Source: an optimization exercise on an open RTL-to-GDS flow (aim: small area, a short achievable clock period and few clock cycles per item). Production flows keep margins and buffers that such runs may drop.
In this exercise RTL edits were held to simulation tests only and were not proved equivalent to the original.
Power and IR drop assume default switching activity.

--- flow/config.mk ---
export PLATFORM = sky130hd
export DESIGN_NAME = dmem_bus
export DESIGN_NICKNAME = dmem_bus
export VERILOG_FILES = /design/flow/design.v
export SDC_FILE = /design/flow/constraint.sdc
export NUM_CORES = 4
export LEC_CHECK = 0
export CAP_MARGIN = 20
export CORE_MARGIN = 2
export CORE_UTILIZATION = 40
export CTS_CLUSTER_DIAMETER = 60
export CTS_CLUSTER_SIZE = 28
export SETUP_SLACK_MARGIN = 2.5
export SLEW_MARGIN = 20
export SYNTH_HIERARCHICAL = 1
export SYNTH_MINIMUM_KEEP_SIZE = 0
--- flow/design.v ---
`default_nettype none
module dmem_bus #(
  parameter int N           = 32,
  parameter int ADDR_W      = 32,
  parameter int DEPTH       = 64,
  parameter int WAIT_CYCLES = 1     
) (
  input  logic              clk,
  input  logic              rst_n,
  input  logic              req_valid,
  output logic              req_ready,
  input  logic              req_write,
  input  logic [1:0]        req_size,
  input  logic              req_unsigned,
  input  logic [ADDR_W-1:0] req_addr,
  input  logic [N-1:0]      req_wdata,
  output logic              resp_valid,
  input  logic              resp_ready,
  output logic [N-1:0]      resp_rdata,
  output logic              resp_err
);
  localparam int IDX_W = $clog2(DEPTH);
  logic [DEPTH*N-1:0] mem;       
  logic             w_accept;
  logic             w_req_err;
  logic             s1_v, s1_ld, s1_err;
  logic [3:0]       s1_be;
  logic [N-1:0]     s1_wd;
  localparam int LO_W = IDX_W / 2;
  localparam int HI_W = IDX_W - LO_W;
  logic [(1<<LO_W)-1:0] s1_lo;    
  logic [(1<<HI_W)-1:0] s1_hi;    
  logic [6:0]       s1_ctl;
  logic             s2_v, s2_ld, s2_err;
  logic [N-1:0]     s2_word;
  logic [1:0]       s2_bsel;    
  logic             s2_hsel;    
  logic             s2_b1ext;   
  logic             s2_hiext;   
  logic             s2_sgn;     
  logic             s2_sbyte;   
  logic             out_v, out_err;
  logic [N-1:0]     out_d;
  logic             w_out_load, w_s2_stall, w_s1_stall;
  logic [N-1:0]     w_word;
  logic [7:0]       w_b0;
  logic [7:0]       w_b1;
  logic             w_sign;
  logic [N-1:0]     w_res;
  logic             w_unused;
  assign w_unused = ^req_addr[ADDR_W-1:IDX_W+2];
  assign w_req_err = (req_size == 2'b11) ||
                     ((req_size == 2'b01) && req_addr[0]) ||
                     ((req_size == 2'b10) && (req_addr[1:0] != 2'b00));
  assign w_out_load = !out_v || resp_ready;
  assign w_s2_stall = s2_v && !w_out_load;
  logic r_full;
  assign w_s1_stall = r_full && !resp_ready;
  assign req_ready = rst_n && !w_s1_stall;
  assign w_accept  = req_valid && req_ready;
  always_ff @(posedge clk or negedge rst_n) begin
    if (!rst_n) begin
      out_v  <= 1'b0;
      s2_v   <= 1'b0;
      s2_ld  <= 1'b0;
      s2_err <= 1'b0;
      s1_v   <= 1'b0;
      s1_ld  <= 1'b0;
      s1_err <= 1'b0;
      r_full <= 1'b0;
    end else begin
      r_full <= (w_out_load ? s2_v : out_v) &&
                (w_s2_stall || s1_v) &&
                (w_s1_stall || w_accept);
      if (w_out_load) out_v <= s2_v;
      if (!w_s2_stall) begin
        s2_v   <= s1_v;
        s2_ld  <= s1_ld;
        s2_err <= s1_err;
      end
      if (!w_s1_stall) begin
        s1_v   <= w_accept;
        s1_ld  <= w_accept && !req_write && !w_req_err;
        s1_err <= w_accept && w_req_err;
      end
    end
  end
  logic [3:0]   w_be;
  logic [N-1:0] w_wd;
  always_comb begin
    case (req_size)
      2'b00:   begin w_be = 4'b0001 << req_addr[1:0];           w_wd = {4{req_wdata[7:0]}}; end
      2'b01:   begin w_be = req_addr[1] ? 4'b1100 : 4'b0011; w_wd = {2{req_wdata[15:0]}}; end
      default: begin w_be = 4'b1111;                          w_wd = req_wdata; end
    endcase
    if (!(w_accept && req_write && !w_req_err)) w_be = 4'b0000;
  end
  always_ff @(posedge clk) begin
    s1_be <= w_be;
    for (int k = 0; k < 4; k++) s1_wd[8*k +: 8] <= w_wd[8*k +: 8] & {8{w_be[k]}};
  end
  always_ff @(posedge clk) begin
    if (!w_s1_stall) begin
      for (int i = 0; i < (1<<LO_W); i++) s1_lo[i] <= (req_addr[LO_W+1:2] == LO_W'(i));
      for (int i = 0; i < (1<<HI_W); i++) s1_hi[i] <= (req_addr[IDX_W+1:LO_W+2] == HI_W'(i));
      s1_ctl <= {(req_size == 2'b00) ? req_addr[1:0] :
                 (req_size == 2'b01) ? {req_addr[1], 1'b0} : 2'b00,
                 (req_size == 2'b01) && req_addr[1],
                 (req_size == 2'b00),
                 (req_size != 2'b10),
                 !req_unsigned,
                 (req_size == 2'b00)};
    end
  end
  logic [DEPTH-1:0]   w_sel;
  logic [4*DEPTH-1:0] w_keep;
  logic [DEPTH*N-1:0] w_mem_nxt;
  always_comb begin
    for (int w = 0; w < DEPTH; w++) begin
      w_sel[w] = s1_hi[w >> LO_W] && s1_lo[w & ((1<<LO_W)-1)];
      for (int k = 0; k < 4; k++) w_keep[4*w+k] = !(w_sel[w] && s1_be[k]);
    end
  end
  dmem_bus_wrnext #(.N(N), .DEPTH(DEPTH)) u_wrnext (
    .q   (mem),
    .keep(w_keep),
    .sel (w_sel),
    .wd  (s1_wd),
    .nxt (w_mem_nxt)
  );
  always_ff @(posedge clk) mem <= w_mem_nxt;
  dmem_bus_rdmux #(.N(N), .DEPTH(DEPTH)) u_rdmux (
    .sel (w_sel),
    .data(mem),
    .word(w_word)
  );
  always_ff @(posedge clk) begin
    if (!w_s2_stall) begin
      s2_word <= w_word;
      {s2_bsel, s2_hsel, s2_b1ext, s2_hiext, s2_sgn, s2_sbyte} <= s1_ctl;
    end
  end
  assign w_b0   = s2_word[{s2_bsel, 3'b000} +: 8];
  assign w_b1   = s2_hsel ? s2_word[31:24] : s2_word[15:8];
  assign w_sign = s2_sgn && (s2_sbyte ? w_b0[7] : w_b1[7]);
  always_comb begin
    w_res[7:0]   = w_b0;
    w_res[15:8]  = s2_b1ext ? {8{w_sign}} : w_b1;
    w_res[31:16] = s2_hiext ? {16{w_sign}} : s2_word[31:16];
    if (!s2_ld) w_res = '0;
  end
  always_ff @(posedge clk or negedge rst_n) begin
    if (!rst_n) begin
      out_d   <= '0;
      out_err <= 1'b0;
    end else if (w_out_load) begin
      out_d   <= w_res;
      out_err <= s2_err;
    end
  end
  assign resp_valid = out_v;
  assign resp_rdata = out_d;
  assign resp_err   = out_err;
endmodule
`default_nettype wire
module dmem_bus_wrnext #(
  parameter int N     = 32,
  parameter int DEPTH = 64
) (
  input  logic [DEPTH*N-1:0] q,
  input  logic [4*DEPTH-1:0] keep,
  input  logic [DEPTH-1:0]   sel,
  input  logic [N-1:0]       wd,
  output logic [DEPTH*N-1:0] nxt
);
  always_comb begin
    for (int w = 0; w < DEPTH; w++)
      for (int b = 0; b < N; b++)
        nxt[w*N+b] = (q[w*N+b] & keep[4*w+b/8]) | (wd[b] & sel[w]);
  end
endmodule
module dmem_bus_rdmux #(
  parameter int N     = 32,
  parameter int DEPTH = 64
) (
  input  logic [DEPTH-1:0]   sel,
  input  logic [DEPTH*N-1:0] data,
  output logic [N-1:0]       word
);
  localparam int G = (DEPTH + 2) / 3;
  logic [3*G-1:0]   s3;
  logic [3*G*N-1:0] d3;
  logic [G*N-1:0]   g;                     
  logic [N-1:0]     t [6];
  always_comb begin
    s3 = '0;
    d3 = '0;
    s3[DEPTH-1:0]   = sel;
    d3[DEPTH*N-1:0] = data;
  end
  for (genvar i = 0; i < G; i++) begin : g_aoi
    for (genvar b = 0; b < N; b++) begin : g_bit
      dmem_bus_aoi222 u_aoi (
        .a0(d3[(3*i)*N+b]),   .s0(s3[3*i]),
        .a1(d3[(3*i+1)*N+b]), .s1(s3[3*i+1]),
        .a2(d3[(3*i+2)*N+b]), .s2(s3[3*i+2]),
        .y (g[i*N+b])
      );
    end
  end
  always_comb begin
    for (int j = 0; j < 6; j++) begin
      t[j] = '1;
      for (int i = 4*j; i < 4*j+4 && i < G; i++) t[j] = t[j] & g[i*N +: N];
    end
    word = ~(t[0] & t[1] & t[2] & t[3] & t[4] & t[5]);
  end
endmodule
module dmem_bus_aoi222 (
  input  logic a0, s0, a1, s1, a2, s2,
  output logic y
);
  assign y = ~((a0 & s0) | (a1 & s1) | (a2 & s2));
endmodule
`default_nettype wire
--- flow/run.sh ---
#!/bin/bash
# synth_recipe.tcl (not shown) runs the flow's synth.tcl, then flattens the netlist and writes it again
# the make line also repeats each setting of config.mk as NAME=value (left out here)
make -C /OpenROAD-flow-scripts/flow DESIGN_CONFIG=/design/flow/config.mk WORK_HOME=/design/flow/orfs CLKGATE_MAP_FILE= SYNTH_SCRIPT=/design/flow/synth_recipe.tcl finish
--- flow/constraint.sdc ---
create_clock -name core_clock -period 5.0 [get_ports {clk}]
set_input_delay 1.0000 -clock core_clock [delete_from_list [all_inputs] [get_ports {clk}]]
set_output_delay 1.0000 -clock core_clock [all_outputs]
set_load 0.01 [all_outputs]
==> metrics list, run 1 <==
* Required time reported for the critical path endpoint: 5.47 ns
* Highest net fanout along the worst path: 5
* Count of TritonRoute iterations in the first routing pass: 11
* Leakage power of the design: 0.0319 uW
* Post-Route Setup TNS: 0 ns
* Maximum clock frequency: 318 MHz
* Outcome: finished clean
- After detailed routing, the average wire length per cell comes to 27.0 um.
* Worst Setup End Kind: flop
- Vias: 59800
* Period utilization: 62.9%
* Minimum setup slack among reg-to-reg paths: 1.86 ns
- Total power per unit cell area: 366 nW/um^2
* I/O pin cnt: 107
- Final period demand of the worst path: 3.14 ns
* Combined area of all synthesized cells: 79000 um^2
- Total routing resource utilization after global routing: 23.3%
- Row count: 163
- Largest voltage drop on the vdd net: 0.359 mV
- Mean instance size in the synthesized netlist: 12.1 um^2
* Crit Path Class: flop to flop
- After routing the design area is 87100 um^2.
* DP Worst Slack: 1.31 ns
- After detailed routing, the total wire length is 248 mm.
- Clk_skew: 0.0304 ns
* Number of cells on the worst reg-to-reg path: 9
- The count of final max-slew check failures came to 0.
- Chip width: 448 um
- Post-DP HPWL: 148 mm
- After layout, the worst setup slack is 1.86 ns.
- Largest net degree at the start of global routing: 69
- After detailed placement, the total cell area comes to 80000 um^2.
- Fraction of layout instances using a drive strength above 1: 11.2%
* Initial drt markers: 9163
* Number of warnings printed during yosys synthesis: 10
- FF-to-FF Start: s1_lo[1]$_DFFE_PN_
* Area share of the leading cell type in the synthesized netlist: 52.8%
* Share of async-settable or async-resettable flops after synthesis: 1.88%
- Clk pin slew, worst setup/hold paths: 0.10 ns
- Traced cell by cell, the critical path runs through buf_6 -> buf_6 -> and2_4 -> buf_6 -> buf_4 -> a222oi_1 -> nand4_1 -> nor4_4 -> nand4_1.
- The endpoint identified for the worst register-to-register timing path is s2_word[27]$_DFFE_PN_.
* Count of endpoints failing hold in the final timing report: 0
- H-tree level count: 4
* Number of nets in the final layout: 6487
- Worst min-delay path category: input pin to asynchronous set/reset pin
- Largest buffer count on any clock path: 3
- Final RePlAce weighted congestion: 0.823
- The cell count after synthesis came out at 6531.
* Port bufs: 82
- Number of library cell types mapped by synthesis: 45
- The via count of the first global-routing pass came to 55200.
- Yosys mapped a number of flops with a built-in enable equal to 60.
* Effective utilization at floorplan: 40.1%
- The biggest area contributor in the post-synthesis netlist is sky130_fd_sc_hd__dfxtp_1.
* Part of the Yosys area used for sequential elements: 56.4%
* Number of buffers created by CTS: 135
- Most common cell type on the critical path: sky130_fd_sc_hd__buf_6
- In this design, the largest share of critical-path delay is due to simple AND/OR/NAND/NOR gates.
- The worst pin sits at a relative slew slack of 24.4%.
* Top cells by area in the synthesized netlist: sky130_fd_sc_hd__dfxtp_1, sky130_fd_sc_hd__a22o_1, sky130_fd_sc_hd__a222oi_1, sky130_fd_sc_hd__buf_6, sky130_fd_sc_hd__edfxtp_1
* Die footprint: 201000 um^2
- Counting both buffers and inverters, the worst setup path holds a total of 4.
* Register bit count reported by yosys: 2185
- TritonCTS built the clock tree.
- Residual DRC count: 0
- DIE HEIGHT: 448 um
- In this run the remaining antenna-violating nets after routing total 0.
* CP Launch Type: flop
- Peak per-stage delay on the critical path: 0.55 ns
- The total area inside the core boundary comes to 197000 um^2.
- Grt total ovfl: 0
- CP Depth: 9
* Count of clock tree sinks: 2185
* # setup viols final: 0
- Area Overhead vs Synth: 10.3%
* Slew of the pin with the lowest slew margin: 1.13 ns
- The first global-routing pass estimated 363 mm of wire.
- Cell at the root of the clock tree: sky130_fd_sc_hd__clkbuf_16
- Data arrives at the worst endpoint at 3.62 ns.
* Top FF cell, synth: sky130_fd_sc_hd__dfxtp_1
- Max_cap viols: 0
* Setup repair after global routing missed its margin: true
* Later-pin clock latency in the skew report: 0.81 ns
- Slowest cell on the critical path: sky130_fd_sc_hd__nor4_4
- The initial antenna violation count is 11.
- After detailed routing, the number of vias per cell comes to 6.52.
==> flip-flops by register name, summed over array words and instances (netlist names), 2 cells and up <==
name / cells
mem: 2048
out_d: 32
s1_wd: 32
s2_word: 32
s1_hi: 8
s1_lo: 8
s1_ctl: 6
s1_be: 4
s2_bsel: 2
==> Yosys stat by module (local to each module, per instance), excerpt <==
| module | cells inside | area [um^2] | flops+latches | times used |
|---|---|---|---|---|
| dmem_bus | 2882 | 48000 | 2185 | 1 |
| dmem_bus_aoi222 | 1 | 10.0 | 0 | 704 |
==> worst reg2reg max path, delay by kind of cell, from the launching register on <==
kind | cells | cell delay [ns]
simple gates | 4 | 1.47
buf+inv | 4 | 0.59
flops | 1 | 0.41
compound gates | 1 | 0.35
==> repair_timing <==
item / CTS / global route
hold buffers: 1 / 0
buffers inserted: 100 / 29
gates cloned: 26 / 11
gates resized for setup: 237 / 74
endpoints found under the hold margin: 3 / 0
setup endpoints to repair: 525 / 204
pin swaps: 116 / 85
==> power by group <==
group | switching, uW | internal, uW
sequential | 229 | 17800
clock | 6720 | 6130
combinational | 608 | 450
total | 7560 | 24400
==> cells in the mapped netlist (3+ instances only) <==
cell type,n
sky130_fd_sc_hd__nand3_1,33
sky130_fd_sc_hd__a22oi_1,8
sky130_fd_sc_hd__edfxtp_1,60
sky130_fd_sc_hd__nor2_1,32
sky130_fd_sc_hd__mux2i_1,10
sky130_fd_sc_hd__buf_1,254
sky130_fd_sc_hd__a21oi_1,20
sky130_fd_sc_hd__a211oi_1,7
sky130_fd_sc_hd__clkbuf_1,106
sky130_fd_sc_hd__nor2b_1,12
sky130_fd_sc_hd__nor3b_1,9
sky130_fd_sc_hd__inv_1,6
sky130_fd_sc_hd__and2_1,76
sky130_fd_sc_hd__nor4_1,32
sky130_fd_sc_hd__o21ai_0,12
sky130_fd_sc_hd__nand2b_1,6
sky130_fd_sc_hd__mux4_1,7
sky130_fd_sc_hd__nand4_1,161
sky130_fd_sc_hd__and3b_1,3
sky130_fd_sc_hd__nand3b_1,10
sky130_fd_sc_hd__buf_4,14
sky130_fd_sc_hd__nand2_1,303
sky130_fd_sc_hd__dfxtp_1,2084
sky130_fd_sc_hd__a22o_1,2056
sky130_fd_sc_hd__a222oi_1,704
sky130_fd_sc_hd__and4_1,32
sky130_fd_sc_hd__buf_2,187
sky130_fd_sc_hd__buf_6,226
sky130_fd_sc_hd__and3_1,3
sky130_fd_sc_hd__dfrtp_1,41
==> worst max-delay path by stage <==
stage / from / endpoint
after floorplan: resp_ready / req_ready
after global placement: resp_ready / req_ready
after detailed placement: resp_ready / req_ready
after CTS: s1_lo[1]$_DFFE_PN_ / s2_word[11]$_DFFE_PN_
after global routing: s1_lo[1]$_DFFE_PN_ / s2_word[27]$_DFFE_PN_
final: s1_lo[1]$_DFFE_PN_ / s2_word[27]$_DFFE_PN_
==> cells in the final DEF (no fill, tap or decap), types with 11 or more instances in the layout <==
cell type	Yosys	layout
sky130_fd_sc_hd__a21oi_1	20	20
sky130_fd_sc_hd__a222oi_1	704	704
sky130_fd_sc_hd__a22o_1	2056	2056
sky130_fd_sc_hd__and2_1	76	11
sky130_fd_sc_hd__and2_2	0	35
sky130_fd_sc_hd__and2_4	0	58
sky130_fd_sc_hd__and4_1	32	32
sky130_fd_sc_hd__buf_12	0	25
sky130_fd_sc_hd__buf_4	14	203
sky130_fd_sc_hd__buf_6	226	43
sky130_fd_sc_hd__buf_8	0	13
sky130_fd_sc_hd__clkbuf_16	0	146
sky130_fd_sc_hd__clkbuf_2	0	11
sky130_fd_sc_hd__clkbuf_8	0	11
sky130_fd_sc_hd__clkdlybuf4s15_1	0	14
sky130_fd_sc_hd__clkdlybuf4s50_1	0	43
sky130_fd_sc_hd__clkinv_8	0	17
sky130_fd_sc_hd__conb_1	1	128
sky130_fd_sc_hd__dfrtp_1	41	41
sky130_fd_sc_hd__dfxtp_1	2084	2048
sky130_fd_sc_hd__dfxtp_2	0	28
sky130_fd_sc_hd__edfxtp_1	60	60
sky130_fd_sc_hd__inv_6	0	31
sky130_fd_sc_hd__nand2_1	303	302
sky130_fd_sc_hd__nand3_1	33	33
sky130_fd_sc_hd__nand4_1	161	161
sky130_fd_sc_hd__nor2_1	32	32
sky130_fd_sc_hd__nor4_2	0	24
sky130_fd_sc_hd__o21ai_0	12	12
==> per-layer routing <==
layer  share of wire (%)  track usage [%]
met4                 3.2             7.87
met5               0.044                0
met1                  44             33.2
met2                  45             35.8
met3                 7.2             3.48
==> cells by family after synthesis <==
kind of cell / count (synthesis) / synth area share, %
simple gates: 717 / 4.72
other cells: 1 / 0.00475
flops: 2185 / 56.4
compound gates: 2815 / 32.2
mux: 19 / 0.388
buf+inv: 794 / 6.28
==> layout make-up <==
cell class | instances | area (um^2)
fill | 17800 | 110000
sequential | 2185 | 44600
multi-input combinational | 3707 | 30500
timing repair buffer | 378 | 3760
clock buffer | 156 | 3740
tap | 2640 | 3300
clock inverter | 93 | 1160
inverter | 7 | 33.8
antenna | 9 | 22.5
timing repair inverter | 1 | 6.26
==> through the flow <==
stage          total power, uW  utilization [%]  hold WS, ns  instances
6_report                 31900             44.3        0.308       9176
2_1_floorplan            18900                -        0.400       6658
5_1_grt                  32800             44.3        0.315       9174
3_3_place_gp             19300             40.7        0.429       8749
4_1_cts                  32000             44.0        0.272       9126
3_5_place_dp             19300             40.7        0.411       8750
Testbench counts, summed over its fixed seeds: cycles 24,024, items 24,000.
==> run 2, diff against run 1 <==
--- a/flow/design.v
+++ b/flow/design.v
@@ -26,10 +26,7 @@
   logic             s1_v, s1_ld, s1_err;
   logic [3:0]       s1_be;
   logic [N-1:0]     s1_wd;
-  localparam int LO_W = IDX_W / 2;
-  localparam int HI_W = IDX_W - LO_W;
-  logic [(1<<LO_W)-1:0] s1_lo;    
-  logic [(1<<HI_W)-1:0] s1_hi;    
+  logic [DEPTH-1:0] s1_sel;      
   logic [6:0]       s1_ctl;
   logic             s2_v, s2_ld, s2_err;
   logic [N-1:0]     s2_word;
@@ -54,9 +51,14 @@
                      ((req_size == 2'b10) && (req_addr[1:0] != 2'b00));
   assign w_out_load = !out_v || resp_ready;
   assign w_s2_stall = s2_v && !w_out_load;
-  logic r_full;
-  assign w_s1_stall = r_full && !resp_ready;
-  assign req_ready = rst_n && !w_s1_stall;
+  logic r_room;
+  assign w_s1_stall = !r_room && !resp_ready;
+  dmem_bus_rdy u_rdy (
+    .rst_n     (rst_n),
+    .resp_ready(resp_ready),
+    .room      (r_room),
+    .ready     (req_ready)
+  );
   assign w_accept  = req_valid && req_ready;
   always_ff @(posedge clk or negedge rst_n) begin
     if (!rst_n) begin
@@ -67,11 +69,11 @@
       s1_v   <= 1'b0;
       s1_ld  <= 1'b0;
       s1_err <= 1'b0;
-      r_full <= 1'b0;
+      r_room <= 1'b0;
     end else begin
-      r_full <= (w_out_load ? s2_v : out_v) &&
-                (w_s2_stall || s1_v) &&
-                (w_s1_stall || w_accept);
+      r_room <= !((w_out_load ? s2_v : out_v) &&
+                  (w_s2_stall || s1_v) &&
+                  (w_s1_stall || w_accept));
       if (w_out_load) out_v <= s2_v;
       if (!w_s2_stall) begin
         s2_v   <= s1_v;
@@ -101,8 +103,7 @@
   end
   always_ff @(posedge clk) begin
     if (!w_s1_stall) begin
-      for (int i = 0; i < (1<<LO_W); i++) s1_lo[i] <= (req_addr[LO_W+1:2] == LO_W'(i));
-      for (int i = 0; i < (1<<HI_W); i++) s1_hi[i] <= (req_addr[IDX_W+1:LO_W+2] == HI_W'(i));
+      for (int w = 0; w < DEPTH; w++) s1_sel[w] <= (req_addr[IDX_W+1:2] == IDX_W'(w));
       s1_ctl <= {(req_size == 2'b00) ? req_addr[1:0] :
                  (req_size == 2'b01) ? {req_addr[1], 1'b0} : 2'b00,
                  (req_size == 2'b01) && req_addr[1],
@@ -117,7 +118,7 @@
   logic [DEPTH*N-1:0] w_mem_nxt;
   always_comb begin
     for (int w = 0; w < DEPTH; w++) begin
-      w_sel[w] = s1_hi[w >> LO_W] && s1_lo[w & ((1<<LO_W)-1)];
+      w_sel[w] = s1_sel[w];
       for (int k = 0; k < 4; k++) w_keep[4*w+k] = !(w_sel[w] && s1_be[k]);
     end
   end
@@ -216,6 +217,14 @@
     word = ~(t[0] & t[1] & t[2] & t[3] & t[4] & t[5]);
   end
 endmodule
+module dmem_bus_rdy (
+  input  logic rst_n,
+  input  logic resp_ready,
+  input  logic room,
+  output logic ready
+);
+  assign ready = rst_n & (resp_ready | room);
+endmodule
 module dmem_bus_aoi222 (
   input  logic a0, s0, a1, s1, a2, s2,
   output logic y
==> flow/flow/run.sh (new file) <==
#!/bin/bash
# Layout flow: the standard flow (standard.sh, with its unchanged
# synthesis), run to finish with two settings changed on make's command line:
#  - MATCH_CELL_FOOTPRINT=0: timing repair may resize a cell to any cell of
#    the same function, not only to one of the same footprint;
#  - the port buffers that buffer_ports inserts are buf_4 cells.
# The make output goes to flow_make.log; ORFS writes each step's full log
# under orfs/logs/.
set -o pipefail
bash standard.sh MATCH_CELL_FOOTPRINT=0 \
  "BUFFER_PORTS_ARGS=-buffer_cell sky130_fd_sc_hd__buf_4" finish \
  > flow_make.log 2>&1
==> flow/standard.sh (new file) <==
#!/bin/bash
# synth_recipe.tcl (not shown) runs the flow's synth.tcl, then flattens the netlist and writes it again
# the make line also repeats each setting of config.mk as NAME=value (left out here)
make -C /OpenROAD-flow-scripts/flow DESIGN_CONFIG=/design/flow/config.mk WORK_HOME=/design/flow/orfs CLKGATE_MAP_FILE= SYNTH_SCRIPT=/design/flow/synth_recipe.tcl "${@:-finish}"
--- a/flow/config.mk
+++ b/flow/config.mk
@@ -10,7 +10,8 @@
 export CORE_UTILIZATION = 40
 export CTS_CLUSTER_DIAMETER = 60
 export CTS_CLUSTER_SIZE = 28
-export SETUP_SLACK_MARGIN = 2.5
+export PLACE_DENSITY = 0.5
+export SETUP_SLACK_MARGIN = 2.6
 export SLEW_MARGIN = 20
 export SYNTH_HIERARCHICAL = 1
 export SYNTH_MINIMUM_KEEP_SIZE = 0
removed: flow/run.sh
==> metrics list, run 2 <==
- Outcome: finished clean (unchanged)
- Residual DRC count: 0 (unchanged)
* Family with the most delay on the worst path: simple AND/OR/NAND/NOR gates (unchanged)
* Clock Power Share: 40.1% (was 40.2%)
* Slowest cell on the critical path: sky130_fd_sc_hd__a222oi_1 (was sky130_fd_sc_hd__nor4_4)
* CP Launch Type: flop (unchanged)
* Largest buffer count on any clock path: 3 (unchanged)
- The die outline width is 451 um (was 448 um).
- The CTS tree is done (unchanged).
- The logic gate share of total power came to 4.7% (was 3.3%).
* Mean instance size in the synthesized netlist: 12.3 um^2 (was 12.1 um^2)
- Part of the Yosys area used for sequential elements: 57.5% (was 56.4%)
- The cell-internal power is 25900 uW (was 24400 uW).
- The leading cell type in the layout, fill and taps excluded is sky130_fd_sc_hd__a22o_1 (unchanged).
* Slew of the pin with the lowest slew margin: 1.04 ns (was 1.13 ns)
- H-tree level count: 4 (unchanged)
* Clk_skew: 0.0238 ns (was 0.0304 ns)
- Final RePlAce weighted congestion: 0.817 (was 0.823)
* Period utilization: 56.4% (was 62.9%)
* Die footprint: 204000 um^2 (was 201000 um^2)
- Highest net fanout along the worst path: 6 (was 5)
* Worst Setup End Kind: flop (unchanged)
- The average wire length per cell after detail routing is 28.3 um (was 27.0 um).
- Via-per-instance ratio: 6.41 (was 6.52)
- Peak per-stage delay on the critical path: 0.54 ns (was 0.55 ns)
- The worst-case headroom to the max-slew limit came to 30.8% (was 24.4%).
* Total routing resource utilization after global routing: 24.0% (was 23.3%)
* Share of async-settable or async-resettable flops after synthesis: 1.84% (was 1.88%)
* Count of flip-flops with a built-in enable after synthesis: 108 (was 60)
* Required time reported for the critical path endpoint: 5.54 ns (was 5.47 ns)
* Post-synth top area cell: sky130_fd_sc_hd__dfxtp_1 (unchanged)
- DIE HEIGHT: 451 um (was 448 um)
* Most frequent cells after synthesis: sky130_fd_sc_hd__dfxtp_1, sky130_fd_sc_hd__a22o_1, sky130_fd_sc_hd__a222oi_1, sky130_fd_sc_hd__nand2_1, sky130_fd_sc_hd__buf_1 (unchanged)
- The final core utilization was 44.7% (was 44.3%).
* Number of nets in the final layout: 6518 (was 6487)
- The portion of total power attributed to sequential cells came to 55.2% (was 56.4%).
* Later-pin clock latency in the skew report: 0.82 ns (was 0.81 ns)
- The instance count of the mapped netlist came to 6510 (was 6531).
- The total chip power came to 34200 uW (was 31900 uW).
- The number of flip-flops in the largest register is 2048 (unchanged).
- Filler cell count in the final layout: 18000 (was 17800)
- The count of unique library cells instantiated by Yosys is 42 (was 45).
- Area Overhead vs Synth: 11.3% (was 10.3%)
- The area of the mapped netlist is 80000 um^2 (was 79000 um^2).
- The share of total power consumed by net switching is 24.3% (was 23.7%).
- Count of TritonRoute iterations in the first routing pass: 14 (was 11)
- Top cells by area in the synthesized netlist: sky130_fd_sc_hd__dfxtp_1, sky130_fd_sc_hd__a22o_1, sky130_fd_sc_hd__a222oi_1, sky130_fd_sc_hd__edfxtp_1, sky130_fd_sc_hd__buf_6 (was sky130_fd_sc_hd__dfxtp_1, sky130_fd_sc_hd__a22o_1, sky130_fd_sc_hd__a222oi_1, sky130_fd_sc_hd__buf_6, sky130_fd_sc_hd__edfxtp_1).
- The register bit count reported by yosys was 2233 (was 2185).
* Total detailed-routing wirelength: 261 mm (was 248 mm)
- The number of input and output port buffers inserted is 82 (unchanged).
* Commonest non-fill, non-tap cells in the layout: sky130_fd_sc_hd__a22o_1, sky130_fd_sc_hd__dfxtp_1, sky130_fd_sc_hd__a222oi_1 (unchanged)
* Fraction of layout instances using a drive strength above 1: 11.4% (was 11.2%)
- Setup repair after global routing missed its margin: true (unchanged).
- Top FF cell, synth: sky130_fd_sc_hd__dfxtp_1 (unchanged)
- The peak supply drop is 0.371 mV (was 0.359 mV).
* Core Area: 199000 um^2 (was 197000 um^2)
* Clk pin slew, worst setup/hold paths: 0.09 ns (was 0.10 ns)
* Number of antenna violations at the first check in global routing: 2 (was 11)
* Number of warnings printed during yosys synthesis: 10 (unchanged)
- The setup TNS is 0 ns (unchanged).
- Dominant cell by count in the synthesized netlist: sky130_fd_sc_hd__dfxtp_1 (unchanged)
- The final-report setup violation count is 0 (unchanged).
- Grt total ovfl: 0 (unchanged)
- The proportion of netlist area held by the largest area contributor was 52.1% (was 52.8%).
- FF-to-FF Start: s1_sel[62]$_DFFE_PN_ (was s1_lo[1]$_DFFE_PN_)
* Initial drt markers: 8864 (was 9163)
- Registers with the most flip-flops: mem (2048), s1_sel (64)
- WP buf/inv: 4 (unchanged)
* First-pass GRT wire length: 376 mm (was 363 mm)
- Leakage power of the design: 0.0327 uW (was 0.0319 uW)
- Effective utilization at floorplan: 40.2% (was 40.1%)
- Count of antenna-violating nets left after detailed routing: 0 (unchanged)
* Vias in the first global route: 54300 (was 55200)
* Final period demand of the worst path: 2.82 ns (was 3.14 ns)
- The classification of the worst-slack hold path is input pin to asynchronous set/reset pin (unchanged).
- Source of the critical timing path: s1_sel[62]$_DFFE_PN_ (was s1_lo[1]$_DFFE_PN_)
- Series of cell instances along the critical path: buf_6 -> buf_8 -> buf_12 -> buf_4 -> a222oi_1 -> nand4_1 -> nor4_4 -> nand4_1 (was buf_6 -> buf_6 -> and2_4 -> buf_6 -> buf_4 -> a222oi_1 -> nand4_1 -> nor4_4 -> nand4_1)
- Row count: 164 (was 163)
- Maximum clock frequency: 355 MHz (was 318 MHz)
* Most common cell type on the critical path: sky130_fd_sc_hd__nand4_1 (was sky130_fd_sc_hd__buf_6)
- The register name with the most flops is mem (unchanged).
* Total power per unit cell area: 384 nW/um^2 (was 366 nW/um^2)
* Post-DP HPWL: 149 mm (was 148 mm)
* Cell at the root of the clock tree: sky130_fd_sc_hd__clkbuf_16 (unchanged)
- The hold violation count in the final report is 0 (unchanged).
- Number of buffers created by CTS: 149 (was 135)
- Vias: 59100 (was 59800)
- Crit Path Class: flop to flop (unchanged)
- The number of primary I/O pins is 107 (unchanged).
* Final number of max-transition violations: 0 (unchanged)
* Count of clock tree sinks: 2233 (was 2185)
- The net load switching power was 8310 uW (was 7560 uW).
* CP arrival: 3.36 ns (was 3.62 ns)
- The max capacitance violation total was 0 (unchanged).
- Largest net degree at the start of global routing: 69 (unchanged)
run 2: cell type report:
type / count / area, um^2 / area share [%]
inverters: 6 / 26.3 / 0.0295
diodes: 3 / 7.51 / 0.00843
clock inverters: 102 / 1190 / 1.33
repair buffers: 389 / 4170 / 4.68
clock buffers: 173 / 4160 / 4.67
well taps: 2656 / 3320 / 3.73
multi-input cells: 3667 / 30100 / 33.9
flip-flops and latches: 2233 / 46000 / 51.7
run 2: kinds of logic after synthesis:
| group | count (synthesis) | share of synthesized area [%] |
|---|---|---|
| other cells | 1 | 0.00469 |
| buf+inv | 737 | 5.92 |
| simple gates | 671 | 4.18 |
| mux | 29 | 0.483 |
| compound gates | 2839 | 31.9 |
| flops | 2233 | 57.5 |
run 2: power by group through the flow:
stage	clock network [uW]	logic [uW]	registers [uW]
floorplan	0	846	19200
global placement	0	1360	19300
detailed placement	0	1390	19300
CTS	14000	1560	18900
global route	14700	1700	18900
finish	13700	1600	18900
run 2: routing by layer:
metal	routed length (um)	GRT usage, %
met1	126000	37.7
met2	110000	34.0
met3	18600	3.19
met4	6300	6.54
met5	0	0
run 2: what timing repair did:
item                                   4_1_cts  5_1_grt
endpoints found under the hold margin       41        0
setup endpoints to repair                   67       67
gates cloned                                16        6
gates resized for setup                    120       11
hold buffers                                 1        0
pin swaps                                   70       33
setup buffers                               99       21
run 2: through the flow:
| stage | setup WS (ns) | instances | instance area, um^2 | hold slack, ns |
|---|---|---|---|---|
| finish | 2.18 | 9229 | 89100 | 0.140 |
| global route | 2.19 | 9226 | 89000 | 0.0997 |
| CTS | 2.19 | 9199 | 88700 | 0.0703 |
| detailed placement | 1.64 | 8808 | 81500 | 0.406 |
| global placement | 1.62 | 8807 | 81500 | 0.403 |
| floorplan | 2.45 | 6637 | 80500 | 0.400 |
run 2: modules after synthesis (local to each module, per instance), excerpt:
module / flip-flops and latches / times used
dmem_bus: 2233 / 1
dmem_bus_aoi222: 0 / 704
dmem_bus_rdy: 0 / 1
run 2: worst paths after layout:
check / depth (start not counted) / to / slack (ns)
min in group core_clock: 0 / s2_hiext$_DFFE_PN_ / 0.42
setup reg to reg: 8 / s2_word[2]$_DFFE_PN_ / 2.18
hold / removal: 2 / out_d[14]$_DFFE_PN0P_ / 0.14
max in group asynchronous: 2 / r_room$_DFF_PN0_ / 4.64
setup / recovery: 8 / s2_word[2]$_DFFE_PN_ / 2.18
hold reg to reg: 0 / s2_hiext$_DFFE_PN_ / 0.42
Testbench counts of run 2, summed over its fixed seeds: cycles 24,024, items 24,000.
==> run 3, diff against run 2 <==
--- a/flow/design.v
+++ b/flow/design.v
@@ -29,6 +29,7 @@
   logic [DEPTH-1:0] s1_sel;      
   logic [6:0]       s1_ctl;
   logic             s2_v, s2_ld, s2_err;
+  logic [2*N-1:0]   s2_pn;      
   logic [N-1:0]     s2_word;
   logic [1:0]       s2_bsel;    
   logic             s2_hsel;    
@@ -39,7 +40,7 @@
   logic             out_v, out_err;
   logic [N-1:0]     out_d;
   logic             w_out_load, w_s2_stall, w_s1_stall;
-  logic [N-1:0]     w_word;
+  logic [2*N-1:0]   w_pn;
   logic [7:0]       w_b0;
   logic [7:0]       w_b1;
   logic             w_sign;
@@ -133,14 +134,15 @@
   dmem_bus_rdmux #(.N(N), .DEPTH(DEPTH)) u_rdmux (
     .sel (w_sel),
     .data(mem),
-    .word(w_word)
+    .part_n(w_pn)
   );
   always_ff @(posedge clk) begin
     if (!w_s2_stall) begin
-      s2_word <= w_word;
+      s2_pn <= w_pn;
       {s2_bsel, s2_hsel, s2_b1ext, s2_hiext, s2_sgn, s2_sbyte} <= s1_ctl;
     end
   end
+  assign s2_word = ~(s2_pn[N-1:0] & s2_pn[2*N-1:N]);
   assign w_b0   = s2_word[{s2_bsel, 3'b000} +: 8];
   assign w_b1   = s2_hsel ? s2_word[31:24] : s2_word[15:8];
   assign w_sign = s2_sgn && (s2_sbyte ? w_b0[7] : w_b1[7]);
@@ -186,13 +188,12 @@
 ) (
   input  logic [DEPTH-1:0]   sel,
   input  logic [DEPTH*N-1:0] data,
-  output logic [N-1:0]       word
+  output logic [2*N-1:0]     part_n
 );
   localparam int G = (DEPTH + 2) / 3;
   logic [3*G-1:0]   s3;
   logic [3*G*N-1:0] d3;
   logic [G*N-1:0]   g;                     
-  logic [N-1:0]     t [6];
   always_comb begin
     s3 = '0;
     d3 = '0;
@@ -210,11 +211,10 @@
     end
   end
   always_comb begin
-    for (int j = 0; j < 6; j++) begin
-      t[j] = '1;
-      for (int i = 4*j; i < 4*j+4 && i < G; i++) t[j] = t[j] & g[i*N +: N];
-    end
-    word = ~(t[0] & t[1] & t[2] & t[3] & t[4] & t[5]);
+    part_n = '1;
+    for (int i = 0; i < G; i++)
+      if (i < G/2) part_n[N-1:0]   = part_n[N-1:0]   & g[i*N +: N];
+      else         part_n[2*N-1:N] = part_n[2*N-1:N] & g[i*N +: N];
   end
 endmodule
 module dmem_bus_rdy (
--- a/flow/config.mk
+++ b/flow/config.mk
@@ -10,7 +10,6 @@
 export CORE_UTILIZATION = 40
 export CTS_CLUSTER_DIAMETER = 60
 export CTS_CLUSTER_SIZE = 28
-export PLACE_DENSITY = 0.5
 export SETUP_SLACK_MARGIN = 2.6
 export SLEW_MARGIN = 20
 export SYNTH_HIERARCHICAL = 1
==> metrics list, run 3 <==
* Period utilization: 50.8% (was 56.4%)
- Worst setup slack after layout: 2.46 ns (was 2.18 ns)
- Final number of max-transition violations: 0 (unchanged)
- The max capacitance violation total is 0 (unchanged).
- The category of the most critical setup path was flop to primary output (was flop to flop).
- The total clock sinks came to 2265 (was 2233).
* Mean instance size in the synthesized netlist: 12.3 um^2 (about the same)
- Top cells by area in the synthesized netlist: sky130_fd_sc_hd__dfxtp_1, sky130_fd_sc_hd__a22o_1, sky130_fd_sc_hd__a222oi_1, sky130_fd_sc_hd__edfxtp_1, sky130_fd_sc_hd__buf_6 (unchanged).
* Die footprint: 207000 um^2 (was 204000 um^2)
- Worst Setup End Kind: primary output (was flop)
- Fraction of layout instances using a drive strength above 1: 9.43% (was 11.4%)
- The number of antenna-violating nets in the routed design was 0 (unchanged).
* Core Area: 202000 um^2 (was 199000 um^2)
- The number of primary I/O pins was 107 (unchanged).
* Part of the Yosys area used for sequential elements: 57.6% (was 57.5%)
- Total routing resource utilization after global routing: 22.3% (was 24.0%)
- First-pass GRT wire length: 359 mm (was 376 mm)
- Max-slew headroom: 25.4% (was 30.8%)
- The worst slack after detailed placement is 1.79 ns (was 1.64 ns).
- Area Overhead vs Synth: 7.62% (was 11.3%)
* Count of endpoints failing hold in the final timing report: 0 (unchanged)
* CP arrival: 1.54 ns (was 3.36 ns)
* Length of routed wiring on met1: 106 mm (was 126 mm)
- The maximum buffer depth of the clock tree came to 3 (unchanged).
- Total power per unit cell area: 383 nW/um^2 (was 384 nW/um^2)
- The routed via count was 58800 (was 59100).
* Flip-flop count of the largest register, all copies and words added: 2048 (unchanged)
- Later-pin clock latency in the skew report: 0.84 ns (was 0.82 ns)
- Initial drt markers: 8472 (was 8864)
* Leakage power of the design: 0.0323 uW (was 0.0327 uW)
- The clock tree root buffer cell was sky130_fd_sc_hd__clkbuf_16 (unchanged).
- The maximum number of pins on one net before global-route repair was 69 (unchanged).
- The proportion of netlist area held by the largest area contributor was 51.2% (was 52.1%).
- Registers with the most flip-flops: mem (2048), s1_sel (64), s2_pn (64) (was mem (2048), s1_sel (64)).
* Number of buffers created by CTS: 138 (was 149)
* Average detailed-routed wire length per instance: 26.4 um (was 28.3 um)
* # setup viols final: 0 (unchanged)
* Post-Route Setup TNS: 0 ns (unchanged)
* Port bufs: 82 (unchanged)
- Number of warnings printed during yosys synthesis: 9 (was 10)
* Number of library cell types mapped by synthesis: 49 (was 42)
- Number of cells after detailed placement: 8905 (was 8808)
- The instance count of the mapped netlist came to 6620 (was 6510).
- Number of antenna violations at the first check in global routing: 6 (was 2)
- The worst-case register-to-register setup slack came to 2.62 ns (was 2.18 ns).
* Highest net fanout along the worst path: 2 (was 6)
- Combined area of all synthesized cells: 81400 um^2 (was 80000 um^2)
- The register bit count reported by yosys was 2265 (was 2233).
- Outcome: finished clean (unchanged).
- Count of flip-flops with a built-in enable after synthesis: 140 (was 108)
* Grt total ovfl: 0 (unchanged)
- Final RePlAce weighted congestion: 0.872 (was 0.817)
- The starting density of the core came to 40.3% (was 40.2%).
* Number of nets in the final layout: 6476 (was 6518)
* Maximum clock frequency: 393 MHz (was 355 MHz)
- The detailed-routing iteration count for the pre-antenna-repair pass came to 13 (was 14).
- The most frequently used flop master after synthesis was sky130_fd_sc_hd__dfxtp_1 (unchanged).
* Residual DRC count: 0 (unchanged)
- Post-DP HPWL: 150 mm (was 149 mm)
- Most frequent cells after synthesis: sky130_fd_sc_hd__dfxtp_1, sky130_fd_sc_hd__a22o_1, sky130_fd_sc_hd__a222oi_1, sky130_fd_sc_hd__nand2_1, sky130_fd_sc_hd__buf_1 (unchanged)
- The largest clock skew in the final design was 0.0419 ns (was 0.0238 ns).
- The CTS tree is done (unchanged).
* Most flop-heavy register: mem (unchanged)
* Required time reported for the critical path endpoint: 4.00 ns (was 5.54 ns)
* Total detailed-routing wirelength: 242 mm (was 261 mm)
* Vias in the first global route: 54900 (was 54300)
- The post-detailed-route via-to-cell ratio came to 6.39 (was 6.41).
- Routed wl met2: 113 mm (was 110 mm)
* Most frequent standard cell in the layout excluding fill and tap cells: sky130_fd_sc_hd__a22o_1 (unchanged)
- Worst min-delay path category: input pin to asynchronous set/reset pin (unchanged)
- The peak supply drop was 0.355 mV (was 0.371 mV).
* Dominant cell by count in the synthesized netlist: sky130_fd_sc_hd__dfxtp_1 (unchanged)
* Post-synth top area cell: sky130_fd_sc_hd__dfxtp_1 (unchanged)
- Slew of the pin with the lowest slew margin: 1.09 ns (was 1.04 ns)
- The number of H-tree levels came to 4 (unchanged).
- Commonest non-fill, non-tap cells in the layout: sky130_fd_sc_hd__a22o_1, sky130_fd_sc_hd__dfxtp_1, sky130_fd_sc_hd__a222oi_1 (unchanged).
* Clk pin slew, worst setup/hold paths: 0.10 ns (was 0.09 ns)
* DIE HEIGHT: 455 um (was 451 um)
- The proportion of register bits with asynchronous set or reset after synthesis was 1.81% (was 1.84%).
* CP Launch Type: flop (unchanged)
- Final period demand of the worst path: 2.54 ns (was 2.82 ns)
- The met3 layer wire length in the routed design came to 14.9 mm (was 18.6 mm).
- The uppermost signal routing layer after detailed routing is met5 (was met4).
- The die outline width is 455 um (was 451 um).
- Setup repair after global routing missed its margin: true (unchanged).
- Row count: 165 (was 164)
* Number of non-filler instances in the completed layout: 9196 (was 9229)
-- run 3: timing repair --
item                                   in CTS  in global routing
buffers inserted                           12                 17
endpoints found under the hold margin      41                  0
hold buffers                                1                  0
resized for setup                          39                  2
cloned                                      0                  0
setup endpoints to repair                  51                 98
pin swaps                                   1                  3
-- run 3: metal layers --
layer,global-route usage (%),vias to the layer above
met3,3.01,296
met5,0,-
li1,-,26600
met4,7.91,2
met2,35.3,2206
met1,31.0,29700
-- run 3: worst max-delay path: stages (launching register included) --
cell	delay, ns
sky130_fd_sc_hd__dfrtp_1	0.39
sky130_fd_sc_hd__o21a_1	0.20
sky130_fd_sc_hd__buf_6	0.12
-- run 3: metrics by stage --
stage	total power, uW	util (%)	cell area (um^2)	hold WS [ns]
4_1_cts	33800	43.2	87500	0.0291
3_3_place_gp	20900	40.7	82300	0.410
6_report	33500	43.3	87700	0.100
2_1_floorplan	20400	-	81900	0.400
5_1_grt	34600	43.3	87700	0.0532
3_5_place_dp	21000	40.7	82300	0.407
-- run 3: final cells by class --
class	count	area [um^2]
repair buffers	244	2140
clock inverters	102	1300
clock buffers	154	3610
diodes	4	10.0
well taps	2672	3340
flip-flops and latches	2265	47000
multi-input cells	3746	30200
fillers	18400	115000
inverters	9	37.5
-- run 3: power by group --
group	total, uW	switching (uW)	leakage (uW)	internal (uW)
Sequential	19100	354	0.0189	18800
Combinational	1470	905	0.0110	569
Clock	12900	7110	0.00239	5800
Total	33500	8370	0.0323	25200
-- run 3: kinds of logic (layout without fill, tap and decap cells) --
| group | Yosys count | count (layout) | share of synthesized area, % |
|---|---|---|---|
| compound gates | 2843 | 2843 | 31.4 |
| buf+inv | 736 | 509 | 5.85 |
| simple gates | 750 | 750 | 4.59 |
| flops | 2265 | 2265 | 57.6 |
| mux | 25 | 25 | 0.464 |
| other cells | 1 | 132 | 0.00460 |
-- run 3: modules after synthesis (local to each module, per instance), excerpt --
| module | area [um^2] | flip-flops and latches | copies in the design |
|---|---|---|---|
| dmem_bus | 50200 | 2265 | 1 |
| dmem_bus_aoi222 | 10.0 | 0 | 704 |
| dmem_bus_rdy | 7.51 | 0 | 1 |
-- run 3: final timing paths --
| check | start | to | cells after the start |
|---|---|---|---|
| max in group asynchronous | rst_n | out_d[29]$_DFFE_PN0P_ | 2 |
| hold / removal | rst_n | s1_err$_DFFE_PN0N_ | 2 |
| hold reg to reg | s1_ctl[1]$_DFFE_PN_ | s2_sgn$_DFFE_PN_ | 0 |
| setup / recovery | r_room$_DFF_PN0_ | req_ready | 2 |
| setup reg to reg | s1_sel[2]$_DFFE_PN_ | s2_pn[20]$_DFFE_PN_ | 4 |
| min in group core_clock | req_unsigned | s1_ctl[1]$_DFFE_PN_ | 2 |
Testbench counts of run 3, summed over its fixed seeds: cycles 24,024, items 24,000.
==> run 4, diff against run 3 <==
==> flow/run.sh (new file) <==
#!/bin/bash
# synth_recipe.tcl (not shown) runs the flow's synth.tcl, then flattens the netlist and writes it again
# the make line also repeats each setting of config.mk as NAME=value (left out here)
make -C /OpenROAD-flow-scripts/flow DESIGN_CONFIG=/design/flow/config.mk WORK_HOME=/design/flow/orfs CLKGATE_MAP_FILE= SYNTH_SCRIPT=/design/flow/synth_recipe.tcl finish
removed: flow/flow/run.sh
removed: flow/standard.sh
==> metrics list, run 4 <==
- The worst path arrival time was 1.54 ns (about the same).
- CP Launch Type: flop (unchanged)
- Number of nets in the final layout: 6454 (was 6476)
- Worst Setup End Kind: primary output (unchanged)
- Count of flip-flops with a built-in enable after synthesis: 140 (unchanged)
* Final RePlAce weighted congestion: 0.909 (was 0.872)
* Max-slew headroom: 34.8% (was 25.4%)
- The total track usage was 22.1% (was 22.3%).
* Largest buffer count on any clock path: 3 (unchanged)
- The logic gate share of total power is 4.4% (about the same).
* Setup repair after global routing missed its margin: true (unchanged)
* Row count: 165 (unchanged)
- The count of unique library cells instantiated by Yosys was 49 (unchanged).
- The total wirelength of the detailed-routed design came to 239 mm (was 242 mm).
- Worst min-delay path category: input pin to asynchronous set/reset pin (unchanged)
- The average cell area after synthesis came to 12.3 um^2 (unchanged).
* Vias: 59000 (was 58800)
* Register bit count reported by yosys: 2265 (unchanged)
* Highest net fanout along the worst path: 2 (unchanged)
- Later-pin clock latency in the skew report: 0.84 ns (about the same)
- Top FF cell, synth: sky130_fd_sc_hd__dfxtp_1 (unchanged)
- The starting density of the core is 40.3% (unchanged).
- Outcome: finished clean (unchanged)
- The average wire length per cell after detail routing was 26.1 um (was 26.4 um).
- Post-DP HPWL: 149 mm (was 150 mm)
* Area share of the leading cell type in the synthesized netlist: 51.2% (unchanged)
- The post-layout instance count excluding filler cells came to 9171 (was 9196).
- Switching part of the total power: 24.2% (was 25.0%)
* Post-synth top area cell: sky130_fd_sc_hd__dfxtp_1 (unchanged)
- The number of filler instances in the final layout is 18400 (about the same).
- Part of the Yosys area used for sequential elements: 57.6% (unchanged)
- The number of hold-repair buffers added at the cts stage was 0 (was 1).
- The number of H-tree levels came to 4 (unchanged).
- # setup viols final: 0 (unchanged)
- DIE HEIGHT: 455 um (unchanged)
- The violation count after the first detailed-routing iteration was 8976 (was 8472).
- Clock Power Share: 39.1% (was 38.5%)
* First-pass GRT wire length: 358 mm (was 359 mm)
- The max capacitance violation total is 0 (unchanged).
- The required time at the endpoint of the critical path was 4.00 ns (about the same).
- Via-per-instance ratio: 6.44 (was 6.39)
- Fraction of layout instances using a drive strength above 1: 8.45% (was 9.43%)
- Largest voltage drop on the vdd net: 0.274 mV (was 0.355 mV)
- The maximum achievable frequency came to 394 MHz (was 393 MHz).
* Synth Instances: 6620 (unchanged)
- Clock tree from TritonCTS: done (unchanged)
- The proportion of register bits with asynchronous set or reset after synthesis came to 1.81% (unchanged).
- Registers with the most flip-flops: mem (2048), s1_sel (64), s2_pn (64) (unchanged).
- Port bufs: 82 (unchanged)
- Period utilization: 50.8% (about the same)
- Number of buffers created by CTS: 137 (was 138)
* Cell at the root of the clock tree: sky130_fd_sc_hd__clkbuf_16 (unchanged)
* Top cells by area in the synthesized netlist: sky130_fd_sc_hd__dfxtp_1, sky130_fd_sc_hd__a22o_1, sky130_fd_sc_hd__a222oi_1, sky130_fd_sc_hd__edfxtp_1, sky130_fd_sc_hd__buf_6 (unchanged)
- Number of warnings printed during yosys synthesis: 9 (unchanged)
* Chip width: 455 um (unchanged)
* Leakage power of the design: 0.0322 uW (was 0.0323 uW)
- Grt total ovfl: 0 (unchanged)
* Residual DRC count: 0 (unchanged)
- The cell-internal power was 25600 uW (was 25200 uW).
- Total power per unit cell area: 386 nW/um^2 (was 383 nW/um^2)
* Combined area of all synthesized cells: 81400 um^2 (unchanged)
- Clk_skew: 0.0500 ns (was 0.0419 ns)
- The via count of the first global-routing pass was 54800 (was 54900).
- The shortest clock period the worst path allows after layout is 2.54 ns (about the same).
- Worst setup slack after layout: 2.46 ns (about the same)
- The area of the core was 202000 um^2 (unchanged).
- Flip-flop count of the largest register, all copies and words added: 2048 (unchanged)
* Net Switching: 8200 uW (was 8370 uW)
* Most frequent cells after synthesis: sky130_fd_sc_hd__dfxtp_1, sky130_fd_sc_hd__a22o_1, sky130_fd_sc_hd__a222oi_1, sky130_fd_sc_hd__nand2_1, sky130_fd_sc_hd__buf_1 (unchanged)
- The count of final max-slew check failures was 0 (unchanged).
* Post-Route Setup TNS: 0 ns (unchanged)
- The detailed-routing iteration count for the pre-antenna-repair pass was 13 (unchanged).
- The number of primary I/O pins is 107 (unchanged).
- The number of antenna-violating nets in the routed design came to 0 (unchanged).
* Slew of the pin with the lowest slew margin: 0.978 ns (was 1.09 ns)
* Area Overhead vs Synth: 7.46% (was 7.62%)
- Crit Path Class: flop to primary output (unchanged)
- Most flop-heavy register: mem (unchanged)
- The hold violation count in the final report was 0 (unchanged).
* Number of cells after detailed placement: 8890 (was 8905)
* Clk pin slew, worst setup/hold paths: 0.10 ns (about the same)
- The portion of total power attributed to sequential cells is 56.6% (was 57.1%).
- Dominant cell by count in the synthesized netlist: sky130_fd_sc_hd__dfxtp_1 (unchanged)
- The initial antenna violation count came to 8 (was 6).
* Most frequent standard cell in the layout excluding fill and tap cells: sky130_fd_sc_hd__a22o_1 (unchanged)
* Count of clock tree sinks: 2265 (unchanged)
* DP Worst Slack: 1.62 ns (was 1.79 ns)
- Die footprint: 207000 um^2 (unchanged)
- Commonest non-fill, non-tap cells in the layout: sky130_fd_sc_hd__a22o_1, sky130_fd_sc_hd__dfxtp_1, sky130_fd_sc_hd__a222oi_1 (unchanged).
- The maximum number of pins on one net before global-route repair is 69 (unchanged).
[run 4: power groups by stage]
stage / clock (uW) / sequential (uW) / combinational, uW
detailed placement: 0 / 19500 / 1430
floorplan: 0 / 19500 / 855
CTS: 13500 / 19100 / 1440
global placement: 0 / 19500 / 1400
finish: 13200 / 19100 / 1470
global route: 14100 / 19200 / 1560
[run 4: cells by family after synthesis]
logic type	synth area share [%]
muxes	0.464
AOI/OAI and AO/OA	31.4
and+or+nand+nor	4.59
DFF	57.6
buffers and inverters	5.85
other	0.00460
[run 4: area by class of cell]
cell class | instances | area, um^2 | share of cell area, %
well taps | 2672 | 3340 | 3.82
inverters | 9 | 37.5 | 0.0429
clock buffers | 162 | 3790 | 4.34
multi-input cells | 3746 | 30300 | 34.6
clock inverters | 92 | 1260 | 1.44
diodes | 2 | 5.00 | 0.00572
flip-flops and latches | 2265 | 47000 | 53.7
repair buffers | 223 | 1830 | 2.09
[run 4: metrics by stage]
stage / cell area, um^2 / utilization [%] / hold WS, ns / total power [uW]
after floorplan: 81900 / - / 0.400 / 20400
after global placement: 82400 / 40.7 / 0.412 / 20900
after detailed placement: 82400 / 40.7 / 0.427 / 21000
after CTS: 87400 / 43.2 / 0.201 / 34000
after global routing: 87500 / 43.3 / 0.256 / 34900
final: 87500 / 43.3 / 0.243 / 33800
[run 4: timing repair]
| item | CTS | global route |
|---|---|---|
| pin swaps | 1 | 10 |
| endpoints found under the setup margin | 57 | 51 |
| buffers inserted | 14 | 11 |
| resized for setup | 149 | 14 |
[run 4: worst paths after layout]
path / slack (ns) / to / cells after the start / startpoint
setup / recovery: 2.46 / req_ready / 2 / r_room$_DFF_PN0_
hold / removal: 0.24 / s1_v$_DFFE_PN0N_ / 2 / rst_n
setup reg to reg: 2.61 / s2_pn[53]$_DFFE_PN_ / 4 / s1_sel[42]$_DFFE_PN_
hold reg to reg: 0.45 / s2_sgn$_DFFE_PN_ / 0 / s1_ctl[1]$_DFFE_PN_
max in group asynchronous: 4.37 / out_d[24]$_DFFE_PN0P_ / 2 / rst_n
min in group core_clock: 0.45 / s2_sgn$_DFFE_PN_ / 0 / s1_ctl[1]$_DFFE_PN_
[run 4: worst max-delay path, stage by stage, from the launching register on]
cell and delay (ns):
sky130_fd_sc_hd__dfrtp_1 0.39, sky130_fd_sc_hd__o21a_1 0.18, sky130_fd_sc_hd__buf_2 0.14
[run 4: metal layers]
layer | track usage [%] | vias to the layer above | part of all wire [%]
li1 | - | 26500 | -
met1 | 31.3 | 30000 | 44
met2 | 34.4 | 2262 | 46
met3 | 2.88 | 270 | 6.1
met4 | 7.84 | 0 | 3.4
met5 | 0 | - | 0
[run 4: modules after synthesis (local to each module, per instance), excerpt]
module	flip-flops and latches	times used
dmem_bus	2265	1
dmem_bus_aoi222	0	704
dmem_bus_rdy	0	1
==> run 5, diff against run 4 <==
--- a/flow/config.mk
+++ b/flow/config.mk
@@ -10,7 +10,7 @@
 export CORE_UTILIZATION = 40
 export CTS_CLUSTER_DIAMETER = 60
 export CTS_CLUSTER_SIZE = 28
-export SETUP_SLACK_MARGIN = 2.6
+export SETUP_SLACK_MARGIN = 2.5
 export SLEW_MARGIN = 20
 export SYNTH_HIERARCHICAL = 1
 export SYNTH_MINIMUM_KEEP_SIZE = 0
==> metrics list, run 5 <==
* Total detailed-routing wirelength: 239 mm (about the same)
- The critical path launch point type is a flop (unchanged).
- Hold bufs inserted after CTS: 0 (unchanged)
- The hold violation count in the final report is 0 (unchanged).
- Chip width: 455 um (unchanged)
* Number of nets in the final layout: 6441 (was 6454)
- The clock slew at the register clock pins of the worst setup and hold paths is 0.10 ns (about the same).
- The type of destination of the critical path is a primary output (unchanged).
* Most frequent cells after synthesis: sky130_fd_sc_hd__dfxtp_1, sky130_fd_sc_hd__a22o_1, sky130_fd_sc_hd__a222oi_1, sky130_fd_sc_hd__nand2_1, sky130_fd_sc_hd__buf_1 (unchanged)
- The final worst setup slack was 2.46 ns (about the same).
- Required time reported for the critical path endpoint: 4.00 ns (about the same)
- The classification of the worst-slack hold path was input pin to asynchronous set/reset pin (unchanged).
- Vias in the first global route: 54800 (about the same)
- The final-report setup violation count came to 0 (unchanged).
- Flip-flop count of the largest register, all copies and words added: 2048 (unchanged)
- Number of warnings printed during yosys synthesis: 9 (unchanged)
* Leakage power of the design: 0.0321 uW (was 0.0322 uW)
- Count of TritonRoute iterations in the first routing pass: 11 (was 13)
- Max_cap viols: 0 (unchanged)
- Share of async-settable or async-resettable flops after synthesis: 1.81% (unchanged)
* Final period demand of the worst path: 2.54 ns (about the same)
* Final number of max-transition violations: 0 (unchanged)
* Period utilization: 50.7% (was 50.8%)
- The CTS tree was done (unchanged).
- The area growth from synthesis to layout was 7.26% (was 7.46%).
- The register bit count reported by yosys came to 2265 (unchanged).
- The average cell area after synthesis is 12.3 um^2 (unchanged).
- The power per unit of standard cell area is 387 nW/um^2 (was 386 nW/um^2).
- Vias: 58900 (was 59000)
- The number of flops mapped to enable cells by yosys is 140 (unchanged).
* DIE HEIGHT: 455 um (unchanged)
- Filler cell count in the final layout: 18400 (about the same)
- Die footprint: 207000 um^2 (unchanged)
- Count of antenna-violating nets left after detailed routing: 0 (unchanged)
* P_int: 25600 uW (about the same)
- Synth Instances: 6620 (unchanged)
* Overall power of the completed layout: 33800 uW (about the same)
- Final RePlAce weighted congestion: 0.909 (unchanged)
* Combined area of all synthesized cells: 81400 um^2 (unchanged)
* Cell at the root of the clock tree: sky130_fd_sc_hd__clkbuf_16 (unchanged)
- Max-slew headroom: 35.0% (was 34.8%)
- Setup repair after global routing missed its margin: true (unchanged)
- Number of buffers created by CTS: 137 (unchanged)
- The net load switching power is 8200 uW (about the same).
- The setup TNS came to 0 ns (unchanged).
- Number of library cell types mapped by synthesis: 49 (unchanged)
- Clk_skew: 0.0501 ns (was 0.0500 ns)
- The area of the core was 202000 um^2 (unchanged).
* Share of the core filled with cells in the final layout: 43.2% (was 43.3%)
- Average detailed-routed wire length per instance: 26.1 um (about the same)
* Most frequent standard cell in the layout excluding fill and tap cells: sky130_fd_sc_hd__a22o_1 (unchanged)
- The number of design rule violations left after detail routing was 0 (unchanged).
* Effective utilization at floorplan: 40.3% (unchanged)
* Total routing resource utilization after global routing: 22.0% (was 22.1%)
- The violation count after the first detailed-routing iteration is 8827 (was 8976).
- Largest voltage drop on the vdd net: 0.275 mV (was 0.274 mV)
- Outcome: finished clean (unchanged)
* Post-DP HPWL: 149 mm (unchanged)
* Clock Power Share: 39.1% (about the same)
* Post-synth top area cell: sky130_fd_sc_hd__dfxtp_1 (unchanged)
- Top FF cell, synth: sky130_fd_sc_hd__dfxtp_1 (unchanged)
* H-tree level count: 4 (unchanged)
* Highest net fanout along the worst path: 2 (unchanged)
- Commonest non-fill, non-tap cells in the layout: sky130_fd_sc_hd__a22o_1, sky130_fd_sc_hd__dfxtp_1, sky130_fd_sc_hd__a222oi_1 (unchanged)
- Count of clock tree sinks: 2265 (unchanged)
* Largest net degree at the start of global routing: 69 (unchanged)
- Via-per-instance ratio: 6.43 (was 6.44)
* Fraction of layout instances using a drive strength above 1: 8.22% (was 8.45%)
- Most flop-heavy register: mem (unchanged)
- The portion of total power attributed to sequential cells was 56.6% (about the same).
- The count of standard-cell rows came to 165 (unchanged).
* Largest buffer count on any clock path: 3 (unchanged)
- The insertion delay to the later sink of the worst-skew pair was 0.84 ns (about the same).
- CP arrival: 1.54 ns (about the same)
- The most instantiated library cell after synthesis is sky130_fd_sc_hd__dfxtp_1 (unchanged).
* Top cells by area in the synthesized netlist: sky130_fd_sc_hd__dfxtp_1, sky130_fd_sc_hd__a22o_1, sky130_fd_sc_hd__a222oi_1, sky130_fd_sc_hd__edfxtp_1, sky130_fd_sc_hd__buf_6 (unchanged)
* Slew of the pin with the lowest slew margin: 0.975 ns (was 0.978 ns)
- The sequential cell area fraction in the yosys report was 57.6% (unchanged).
* Combinational fraction of design power: 4.3% (was 4.4%)
* DP Worst Slack: 1.62 ns (unchanged)
- I/O pin cnt: 107 (unchanged)
- Crit Path Class: flop to primary output (unchanged)
- First-pass GRT wire length: 358 mm (about the same)
- Registers with the most flip-flops: mem (2048), s1_sel (64), s2_pn (64) (unchanged)
- The share of total power consumed by net switching was 24.3% (was 24.2%).
- Port bufs: 82 (unchanged)
* Grt total ovfl: 0 (unchanged)
- Maximum clock frequency: 394 MHz (about the same)
* Area share of the leading cell type in the synthesized netlist: 51.2% (unchanged)
- The initial antenna violation count was 7 (was 8).
run 5: cell counts after synthesis:
Identical to the previous run, type by type.
run 5: cells by family (layout without fill, tap and decap cells):
kind of cell	after synthesis	after routing	synth area share [%]
other	1	130	0.00460
AO/OA/AOI/OAI	2843	2843	31.4
flip-flops	2265	2265	57.6
multiplexers	25	25	0.464
AND/OR/NAND/NOR	750	750	4.59
buffers and inverters	736	473	5.85
run 5: worst paths after layout:
check | from | to | slack [ns] | depth (start not counted)
setup / recovery | r_room$_DFF_PN0_ | req_ready | 2.46 | 2
hold / removal | rst_n | out_d[18]$_DFFE_PN0P_ | 0.24 | 2
setup reg to reg | s1_sel[9]$_DFFE_PN_ | s2_pn[7]$_DFFE_PN_ | 2.53 | 4
hold reg to reg | s1_ctl[1]$_DFFE_PN_ | s2_sgn$_DFFE_PN_ | 0.45 | 0
max in group asynchronous | rst_n | out_d[24]$_DFFE_PN0P_ | 4.38 | 2
min in group core_clock | s1_ctl[1]$_DFFE_PN_ | s2_sgn$_DFFE_PN_ | 0.45 | 0
run 5: Yosys stat by module, one instance, submodules excluded, excerpt:
module	flops+latches	cells inside	cell area, um^2	times used
dmem_bus_aoi222	0	1	10.0	704
dmem_bus_rdy	0	1	7.51	1
dmem_bus	2265	2938	50200	1
run 5: final cells by class:
class	instances	area, um^2	area share [%]
inverter	9	37.5	0.0430
clock buffer	162	3790	4.34
tap	2672	3340	3.83
sequential	2265	47000	53.8
clock inverter	92	1260	1.44
timing repair buffer	210	1700	1.95
antenna	2	5.00	0.00573
multi-input combinational	3746	30200	34.6
run 5: worst max-delay path, cell delays in order (launching register included):
cell and delay (ns):
sky130_fd_sc_hd__dfrtp_1 0.39, sky130_fd_sc_hd__o21a_1 0.18, sky130_fd_sc_hd__buf_2 0.14
run 5: power by group through the flow:
stage	logic (uW)	clock network [uW]	registers [uW]
5_1_grt	1540	14100	19200
2_1_floorplan	855	0	19500
3_5_place_dp	1430	0	19500
4_1_cts	1430	13500	19100
3_3_place_gp	1400	0	19500
6_report	1460	13200	19100
run 5: metal layers:
layer / up-vias / track usage [%] / share of wire, %
met3: 288 / 2.86 / 6.1
li1: 26500 / - / -
met5: - / 0 / 0
met1: 29900 / 31.3 / 44
met4: 0 / 8.03 / 3.6
met2: 2220 / 34.3 / 46
run 5: timing repair:
| action | in CTS | in global routing |
|---|---|---|
| setup endpoints to repair | 38 | 21 |
| pin swaps | 1 | 0 |
| resized for setup | 136 | 4 |
| setup buffers | 7 | 5 |
run 5: stage by stage:
stage | cells | cell area, um^2 | hold slack (ns)
after detailed placement | 8890 | 82400 | 0.427
final | 9158 | 87400 | 0.239
after CTS | 9151 | 87300 | 0.201
after global placement | 8890 | 82400 | 0.412
after global routing | 9157 | 87400 | 0.256
after floorplan | 6747 | 81900 | 0.400

[what the ideal ports hide]
Ports are ideal in the flow. The routed layouts listed here were re-timed in OpenROAD. Step 1 sets driving cells, clkbuf_16 on the clock port and buf_2 on the other inputs (assumed; they add their load-dependent delay and slew). Step 2, shift: input delay + t, output delay - t, t = (earliest + latest rising clock arrival at the registers) / 2. This alone moves slack from input paths to output paths. Three values: ideal ports, drivers, drivers and shift; two values: the first two.
run | t, ns | setup slack, ns | slew at the worst register clock pin (ns)
run 1 | 0.889 | 1.855 / 1.855 / 1.855 | 0.11 / 0.11
run 2 | 0.893 | 2.180 / 2.180 / 2.150 | 0.10 / 0.10
run 3 | 0.903 | 2.458 / 2.367 / 2.049 | 0.11 / 0.11
run 4 | 0.905 | 2.461 / 2.372 / 1.960 | 0.11 / 0.11
run 5 | 0.907 | 2.464 / 2.375 / 1.954 | 0.10 / 0.10
After both steps setup and hold are still met in every run listed. For run 5, which loses most, drivers alone change the setup slack by -0.089 ns; drivers and shift together by -0.510 ns.
